This design comes from an exercise in tuning for small area, a short achievable clock period and few clock cycles per item on the open sky130 flow, not from production work. Only simulation tests tie the RTL to the original design; equivalence was not proved.

[config.mk]
export PLATFORM = sky130hd
export DESIGN_NAME = rpn_stack_evaluator_unit
export DESIGN_NICKNAME = rpn_stack_evaluator_unit
export VERILOG_FILES = /design/flow/design.v
export SDC_FILE = /design/flow/constraint.sdc
export NUM_CORES = 4
export LEC_CHECK = 0
export CAP_MARGIN = 20
export CORE_MARGIN = 2
export CORE_UTILIZATION = 40
export SLEW_MARGIN = 20
[constraint.sdc]
create_clock -name core_clock -period 10.0 [get_ports {clk_i}]
set_input_delay 2.0000 -clock core_clock [delete_from_list [all_inputs] [get_ports {clk_i}]]
set_output_delay 2.0000 -clock core_clock [all_outputs]
set_load 0.01 [all_outputs]
[design.v]
`default_nettype none
package rse_pkg;
  localparam int unsigned DataW   = 32;
  localparam int unsigned FuncW   = 3;
  localparam int unsigned StatusW = 3;
  localparam logic [FuncW-1:0] FuncPush = 3'd0;
  localparam logic [FuncW-1:0] FuncAdd  = 3'd1;
  localparam logic [FuncW-1:0] FuncSub  = 3'd2;
  localparam logic [FuncW-1:0] FuncMul  = 3'd3;
  localparam logic [FuncW-1:0] FuncDiv  = 3'd4;
  localparam logic [StatusW-1:0] StatusOk       = 3'd0;
  localparam logic [StatusW-1:0] StatusFew      = 3'd1;
  localparam logic [StatusW-1:0] StatusDivZero  = 3'd2;
  localparam logic [StatusW-1:0] StatusCount    = 3'd3;
  localparam logic [StatusW-1:0] StatusOverflow = 3'd4;
endpackage
`default_nettype wire
`default_nettype none
module rse_stack #(
  parameter int unsigned STACK_DEPTH = 16
) (
  input  wire logic                                clk_i,
  input  wire logic                                we_i,
  input  wire logic [$clog2(STACK_DEPTH)-1:0]      waddr_i,
  input  wire logic [rse_pkg::DataW-1:0]           wdata_i,
  input  wire logic [$clog2(STACK_DEPTH)-1:0]      raddr_a_i,
  input  wire logic [$clog2(STACK_DEPTH)-1:0]      raddr_b_i,
  output logic [rse_pkg::DataW-1:0]                rdata_a_o,
  output logic [rse_pkg::DataW-1:0]                rdata_b_o
);
  logic [rse_pkg::DataW-1:0] mem_q [STACK_DEPTH];
  always_ff @(posedge clk_i) begin
    if (we_i) begin
      mem_q[waddr_i] <= wdata_i;
    end
  end
  always_ff @(posedge clk_i) begin
    rdata_a_o <= mem_q[raddr_a_i];
    rdata_b_o <= mem_q[raddr_b_i];
  end
endmodule
`default_nettype wire
`default_nettype none
module rse_div (
  input  wire logic                          clk_i,
  input  wire logic                          rst_ni,
  input  wire logic                          start_i,
  input  wire logic [rse_pkg::DataW-1:0]     dividend_i,
  input  wire logic [rse_pkg::DataW-1:0]     divisor_i,
  output logic                               done_o,
  output logic [rse_pkg::DataW-1:0]          quotient_o
);
  localparam int unsigned W    = rse_pkg::DataW;
  localparam int unsigned CntW = $clog2(W);
  localparam logic [CntW-1:0] CntLast = CntW'(W - 1);
  logic            busy_q, busy_d;
  logic            done_q, done_d;
  logic [CntW-1:0] cnt_q, cnt_d;
  logic            neg_q, neg_d;
  logic [W-1:0]    rem_q, rem_d;
  logic [W-1:0]    quo_q, quo_d;
  logic [W-1:0]    mag_q, mag_d;
  logic [W:0]      rem_sh;
  logic            ge;
  assign rem_sh = {rem_q, quo_q[W-1]};
  assign ge     = rem_sh >= {1'b0, mag_q};
  always_comb begin
    busy_d = busy_q;
    done_d = 1'b0;
    cnt_d  = cnt_q;
    neg_d  = neg_q;
    rem_d  = rem_q;
    quo_d  = quo_q;
    mag_d  = mag_q;
    if (start_i) begin
      busy_d = 1'b1;
      cnt_d  = '0;
      neg_d  = dividend_i[W-1] ^ divisor_i[W-1];
      rem_d  = '0;
      quo_d  = dividend_i[W-1] ? W'(0) - dividend_i : dividend_i;
      mag_d  = divisor_i[W-1] ? W'(0) - divisor_i : divisor_i;
    end else if (busy_q) begin
      rem_d = ge ? W'(rem_sh - {1'b0, mag_q}) : rem_sh[W-1:0];
      quo_d = {quo_q[W-2:0], ge};
      cnt_d = cnt_q + CntW'(1);
      if (cnt_q == CntLast) begin
        busy_d = 1'b0;
        done_d = 1'b1;
      end
    end
  end
  always_ff @(posedge clk_i or negedge rst_ni) begin
    if (!rst_ni) begin
      busy_q <= 1'b0;
      done_q <= 1'b0;
      cnt_q  <= '0;
    end else begin
      busy_q <= busy_d;
      done_q <= done_d;
      cnt_q  <= cnt_d;
    end
  end
  always_ff @(posedge clk_i) begin
    neg_q <= neg_d;
    rem_q <= rem_d;
    quo_q <= quo_d;
    mag_q <= mag_d;
  end
  assign done_o     = done_q;
  assign quotient_o = neg_q ? W'(0) - quo_q : quo_q;
endmodule
`default_nettype wire
`default_nettype none
module rpn_stack_evaluator_unit #(
  parameter int unsigned STACK_DEPTH = 16
) (
  input  wire logic        clk_i,
  input  wire logic        rst_ni,
  input  wire logic        s_axis_tvalid_i,
  output logic             s_axis_tready_o,
  input  wire logic [31:0] s_axis_tdata_i,   
  input  wire logic [2:0]  s_axis_tuser_i,   
  input  wire logic        s_axis_tlast_i,
  output logic             m_axis_tvalid_o,
  input  wire logic        m_axis_tready_i,
  output logic [31:0]      m_axis_tdata_o,   
  output logic [2:0]       m_axis_tuser_o    
);
  localparam int unsigned W  = rse_pkg::DataW;
  localparam int unsigned AW = $clog2(STACK_DEPTH);
  localparam int unsigned CW = $clog2(STACK_DEPTH + 1);
  localparam logic [CW-1:0] CountFull = CW'(STACK_DEPTH);
  localparam logic [CW-1:0] CountOne  = CW'(1);
  localparam logic [CW-1:0] CountTwo  = CW'(2);
  localparam logic [2:0] SIdle   = 3'd0;
  localparam logic [2:0] SDecode = 3'd1;
  localparam logic [2:0] SDiv    = 3'd2;
  localparam logic [2:0] SWrite  = 3'd3;
  localparam logic [2:0] SFinish = 3'd4;
  logic [2:0]                   state_q, state_d;
  logic [CW-1:0]                count_q, count_d;
  logic [rse_pkg::StatusW-1:0]  err_q, err_d;
  logic [rse_pkg::FuncW-1:0]    func_q;
  logic [W-1:0]                 num_q;
  logic                         last_q;
  logic [W-1:0]                 res_q, res_d;
  logic [W-1:0]                 bottom_q;
  logic                         out_valid_q, out_valid_d;
  logic [rse_pkg::StatusW-1:0]  out_status_q, out_status_d;
  logic [W-1:0]                 out_value_q, out_value_d;
  logic                         accept;
  logic                         we;
  logic [AW-1:0]                waddr;
  logic [W-1:0]                 wdata;
  logic [AW-1:0]                raddr_a, raddr_b;
  logic [W-1:0]                 rhs, lhs;
  logic                         div_start, div_done;
  logic [W-1:0]                 div_quo;
  logic [CW-1:0]                count_m1, count_m2;
  assign count_m1 = count_q - CountOne;
  assign count_m2 = count_q - CountTwo;
  assign raddr_a  = count_m1[AW-1:0];
  assign raddr_b  = count_m2[AW-1:0];
  rse_stack #(
    .STACK_DEPTH(STACK_DEPTH)
  ) u_stack (
    .clk_i     (clk_i),
    .we_i      (we),
    .waddr_i   (waddr),
    .wdata_i   (wdata),
    .raddr_a_i (raddr_a),
    .raddr_b_i (raddr_b),
    .rdata_a_o (rhs),
    .rdata_b_o (lhs)
  );
  rse_div u_div (
    .clk_i      (clk_i),
    .rst_ni     (rst_ni),
    .start_i    (div_start),
    .dividend_i (lhs),
    .divisor_i  (rhs),
    .done_o     (div_done),
    .quotient_o (div_quo)
  );
  assign s_axis_tready_o = (state_q == SIdle);
  assign accept          = s_axis_tvalid_i && s_axis_tready_o;
  always_comb begin
    state_d      = state_q;
    count_d      = count_q;
    err_d        = err_q;
    res_d        = res_q;
    out_valid_d  = out_valid_q && !m_axis_tready_i;
    out_status_d = out_status_q;
    out_value_d  = out_value_q;
    we           = 1'b0;
    waddr        = count_q[AW-1:0];
    wdata        = num_q;
    div_start    = 1'b0;
    case (state_q)
      SIdle: begin
        if (accept) begin
          state_d = SDecode;
        end
      end
      SDecode: begin
        state_d = SFinish;
        if (err_q == rse_pkg::StatusOk) begin
          case (func_q)
            rse_pkg::FuncPush: begin
              if (count_q == CountFull) begin
                err_d = rse_pkg::StatusOverflow;
              end else begin
                we      = 1'b1;
                count_d = count_q + CountOne;
              end
            end
            rse_pkg::FuncAdd, rse_pkg::FuncSub, rse_pkg::FuncMul, rse_pkg::FuncDiv: begin
              if (count_q < CountTwo) begin
                err_d = rse_pkg::StatusFew;
              end else begin
                case (func_q)
                  rse_pkg::FuncAdd: begin
                    res_d   = lhs + rhs;
                    state_d = SWrite;
                  end
                  rse_pkg::FuncSub: begin
                    res_d   = lhs - rhs;
                    state_d = SWrite;
                  end
                  rse_pkg::FuncMul: begin
                    res_d   = W'(lhs * rhs);
                    state_d = SWrite;
                  end
                  default: begin
                    if (rhs == '0) begin
                      err_d = rse_pkg::StatusDivZero;
                    end else begin
                      div_start = 1'b1;
                      state_d   = SDiv;
                    end
                  end
                endcase
              end
            end
            default: begin
            end
          endcase
        end
      end
      SDiv: begin
        if (div_done) begin
          res_d   = div_quo;
          state_d = SWrite;
        end
      end
      SWrite: begin
        we      = 1'b1;
        waddr   = count_m2[AW-1:0];
        wdata   = res_q;
        count_d = count_m1;
        state_d = SFinish;
      end
      SFinish: begin
        if (!last_q) begin
          state_d = SIdle;
        end else if (!out_valid_q || m_axis_tready_i) begin
          out_valid_d = 1'b1;
          out_value_d = '0;
          if (err_q != rse_pkg::StatusOk) begin
            out_status_d = err_q;
          end else if (count_q == CountOne) begin
            out_status_d = rse_pkg::StatusOk;
            out_value_d  = bottom_q;
          end else begin
            out_status_d = rse_pkg::StatusCount;
          end
          count_d = '0;
          err_d   = rse_pkg::StatusOk;
          state_d = SIdle;
        end
      end
      default: begin
        state_d = SIdle;
      end
    endcase
  end
  always_ff @(posedge clk_i or negedge rst_ni) begin
    if (!rst_ni) begin
      state_q     <= SIdle;
      count_q     <= '0;
      err_q       <= rse_pkg::StatusOk;
      out_valid_q <= 1'b0;
    end else begin
      state_q     <= state_d;
      count_q     <= count_d;
      err_q       <= err_d;
      out_valid_q <= out_valid_d;
    end
  end
  always_ff @(posedge clk_i) begin
    if (accept) begin
      func_q <= s_axis_tuser_i;
      num_q  <= s_axis_tdata_i;
      last_q <= s_axis_tlast_i;
    end
    if (we && (waddr == '0)) begin
      bottom_q <= wdata;
    end
    res_q        <= res_d;
    out_status_q <= out_status_d;
    out_value_q  <= out_value_d;
  end
  assign m_axis_tvalid_o = out_valid_q;
  assign m_axis_tdata_o  = out_value_q;
  assign m_axis_tuser_o  = out_status_q;
endmodule
`default_nettype wire
[run.sh]
#!/bin/bash
# synth_recipe.tcl (not shown) runs the flow's synth.tcl, then flattens the netlist and writes it again
# the make line also repeats each setting of config.mk as NAME=value (left out here)
make -C /OpenROAD-flow-scripts/flow DESIGN_CONFIG=/design/flow/config.mk WORK_HOME=/design/flow/orfs CLKGATE_MAP_FILE= SYNTH_SCRIPT=/design/flow/synth_recipe.tcl finish
==> qor.json <==
{
  "period_minus_slack": {"value": 7930, "unit": "ps"},
  "clkTransAtPathRegs": {"value": 60, "unit": "ps"},
  "effective_utilization_at_floorplan": {"value": 0.404},
  "number_of_i_o_pins": {"value": 77},
  "drv_slew": {"value": 0},
  "area.growth.synth_to_final": {"value": 10.5, "unit": "%"},
  "firstDrtPassIters": {"value": 5},
  "cp_cell_sequence": {"value": "buf_4 -> and2_1 -> fa_1 -> inv_1 -> fa_1 -> fa_1 -> fa_1 -> inv_1 -> fa_1 -> fa_1 -> fa_1 -> fa_1 -> ha_1 -> a21o_1 -> a21o_1 -> a21o_1 -> a2111oi_0 -> nor4b_1 -> a211oi_1 -> a21oi_1 -> xnor2_1 -> a221oi_1"},
  "layout_commonest_cell": {"value": "edfxtp_1"},
  "cts_buffer_depth": {"value": 3},
  "crit_path_max_incr_delay": {"value": 840, "unit": "ps"},
  "synth_area": {"value": 54900, "unit": "um^2"},
  "cts_tree": {"value": "built"},
  "crit_path_max_fanout": {"value": 21},
  "synth_xor_xnor_area_share": {"value": 0.0394},
  "layout_common_cells": {"value": "edfxtp_1, nand2_1, inv_1, fa_1, and2_1"},
  "simple_gate_area_share_of_the_yosys_netlist": {"value": 0.108},
  "grt_usage": {"value": 0.222},
  "htree_num_levels": {"value": 3},
  "share_of_cells_above_drive_strength_1": {"value": 0.136},
  "postSynth.topFlopCell": {"value": "edfxtp_1"},
  "muxShareOfSynthArea": {"value": 0.133},
  "number_of_failing_setup_endpoints_in_the_final_timing_report": {"value": 0},
  "crit_slowest_cell": {"value": "dfxtp_1"},
  "number_of_enable_flip_flop_cells_after_synthesis": {"value": 680},
  "worst_path_most_repeated_cell": {"value": "fa_1"},
  "overall_via_count_from_detail_route": {"value": 35700},
  "numCtsBuffers": {"value": 86},
  "drt_first_iter_violations": {"value": 3112},
  "synth.lib_cells_used.distinct": {"value": 79},
  "unrepaired_setup_endpoints_after_global_routing": {"value": "false"},
  "timing.setup.critical_path_class": {"value": "reg2reg"},
  "worst_slack": {"value": 2070, "unit": "ps"},
  "total_neg_setup_slack": {"value": 0, "unit": "ps"},
  "synth_top_family_by_area": {"value": "adder cells"},
  "numPortBuffers": {"value": 76},
  "wirelength": {"value": 154000, "unit": "um"},
  "clock_insertion_delay_worst_skew": {"value": 680, "unit": "ps"},
  "fmaxAchievable": {"value": 126, "unit": "MHz"},
  "synthAdderAreaFrac": {"value": 0.195},
  "detail_route.wl_per_cell": {"value": 24.7, "unit": "um"},
  "ant_nets": {"value": 0},
  "cts_repair_resize_count": {"value": 0},
  "grt_first_pass_wirelength": {"value": 234000, "unit": "um"},
  "synth_top_area_share": {"value": 0.372},
  "dieWidth": {"value": 374, "unit": "um"},
  "synth_nets": {"value": 5045},
  "synth-warning-count": {"value": 3},
  "dpl.hpwl": {"value": 107000, "unit": "um"},
  "grt_pass1_vias": {"value": 36900},
  "antenna_found_initial": {"value": 6},
  "synth_compound_area_frac": {"value": 0.0599},
  "outcome": {"value": "no timing/DRC/antenna violations"},
  "gpl.final_weighted_congestion": {"value": 0.912},
  "postCtsSetupBuffers": {"value": 0},
  "worst_pin_slew": {"value": 1060, "unit": "ps"},
  "detailedPlace.worstSlack": {"value": 2060, "unit": "ps"},
  "grt_overflow_total": {"value": 0},
  "cts.hold.buffers_added": {"value": 0},
  "clock_skews": {"value": 28.3, "unit": "ps"},
  "end_kind": {"value": "flop"},
  "synth_cells": {"value": 4396},
  "drt_drc_violations_left": {"value": 0},
  "synthTopCellsByArea": {"value": "edfxtp_1, fa_1, mux4_2, ha_1, and2_1"},
  "portion_of_the_post_synthesis_area_used_by_sequential_elements": {"value": 0.416},
  "area_of_the_core": {"value": 136000, "unit": "um^2"},
  "floorplan.die.height": {"value": 374, "unit": "um"},
  "crit_path_start_kind": {"value": "flop"},
  "synth-async-reset-ratio": {"value": 0.0239},
  "relSlewSlack": {"value": 0.294},
  "numClockSinks": {"value": 795},
  "avg_cell_area_syn": {"value": 12.5, "unit": "um^2"},
  "post_synthesis_sequential_element_count": {"value": 795},
  "postLayoutCellArea": {"value": 60600, "unit": "um^2"},
  "die_area": {"value": 140000, "unit": "um^2"},
  "final.period_utilization": {"value": 0.793},
  "final_nets": {"value": 5042},
  "hold_violations": {"value": 0},
  "routed_via_density": {"value": 5.71},
  "post-synth-top-area-cell": {"value": "edfxtp_1"},
  "clk_root_buffer_cell": {"value": "clkbuf_16"},
  "maxCapViolCount": {"value": 0},
  "placement_rows": {"value": 135},
  "grt_start_max_net_pins": {"value": 67},
  "arrival": {"value": 8420, "unit": "ps"},
  "place_area": {"value": 57800, "unit": "um^2"},
  "worst-endpoint-required": {"value": 10490, "unit": "ps"},
  "timing.hold.worst.class": {"value": "reg2reg"}
}
area by class of cell:
class                   count  area, um^2
clock inverters            47         504
flip-flops and latches    795       22800
repair buffers            173        1490
clock buffers             112        2340
multi-input cells        2885       29500
inverters                 452        1700
diodes                      4        10.0
fillers                 12300       75200
well taps                1781        2230
final timing paths:
kind / startpoint / to / slack, ps / cells after the start
setup / recovery: u_stack.rdata_a_o[4] / res_q[31] / 2070 / 22
hold reg to reg: u_div.rem_q[31] / u_div.rem_q[31] / 480 / 2
max in group asynchronous: rst_ni / count_q[1] / 7980 / 2
hold / removal: u_div.rem_q[31] / u_div.rem_q[31] / 480 / 2
setup reg to reg: u_stack.rdata_a_o[4] / res_q[31] / 2070 / 22
min in group asynchronous: rst_ni / u_div.cnt_q[0] / 1700 / 2
routing by layer:
layer,track usage,part of all wire,vias to the layer above
li1,-,-,15500
met1,0.302,0.41,18500
met2,0.371,0.48,1425
met3,0.0293,0.072,283
met4,0.0690,0.031,0
met5,0,0,-
worst max-delay path, delay by kind of cell (launching register included):
kind                       cells  cell delay [ps]
adders and majority gates      9             4220
DFF                            1              840
buffers and inverters          3              460
and+or+nand+nor                2              280
AOI/OAI and AO/OA              7             1770
xor gates and xnor gates       1              150
registers in the layout (all words and copies together), names as in the netlist:
register,count
u_div.cnt_q,5
state_q,3
num_q,32
u_div.busy_q,1
err_q,3
out_valid_q,1
u_div.quo_q,32
last_q,1
res_q,32
func_q,3
u_stack.mem_q,481
u_stack.rdata_b_o,32
count_q,5
out_status_q,3
bottom_q,31
out_value_q,32
u_div.done_q,1
u_stack.rdata_a_o,32
u_div.mag_q,32
u_div.neg_q,1
u_div.rem_q,32
stage by stage:
| stage | util | hold slack, ps | cells |
|---|---|---|---|
| final | 0.447 | 480 | 6249 |
| after global routing | 0.446 | 519 | 6245 |
| after detailed placement | 0.425 | 462 | 6086 |
| after floorplan | - | 434 | 4396 |
| after CTS | 0.446 | 469 | 6245 |
| after global placement | 0.425 | 454 | 6086 |
cells in the mapped netlist, types with 96 or more instances:
library cell / n
and2_1: 354
clkbuf_1: 233
dfxtp_1: 96
edfxtp_1: 680
fa_1: 410
ha_1: 199
inv_1: 452
mux4_2: 320
nand2_1: 496
nor2_1: 128
o21ai_0: 156
xnor2_1: 138
xor2_1: 109
kinds of logic after synthesis:
kind of cell,count (synthesis)
and+or+nand+nor,1190
DFF,795
buffers and inverters,716
adders and majority gates,609
AOI/OAI and AO/OA,510
muxes,329
xor gates and xnor gates,247
Testbench counts, summed over its fixed seeds: cycles 213,746, tokens 32,033.

static timing again, ports no longer ideal:
The results above use ideal ports. As a check the final layout listed here was re-extracted and re-timed, cells and wires unchanged.
Step 1 assumes that a clkbuf_16 drives the clock port and a buf_2 every other input.
Step 2 times the ports against the registers' clock, not the clock port: input delays grow and output delays shrink by t, the midpoint of the rising clock arrivals with the driver on.
Three values: ideal ports, drivers, drivers and shift; two values: the first two.
t (ns): 0.739
setup WS [ns]: 2.072 / 2.072 / 2.072
latest minus earliest clock arrival (ns): 0.029 / 0.028
After both steps this run still meets setup and hold. For this run, drivers alone change the setup slack by 0.000 ns; drivers and shift together by 0.000 ns.
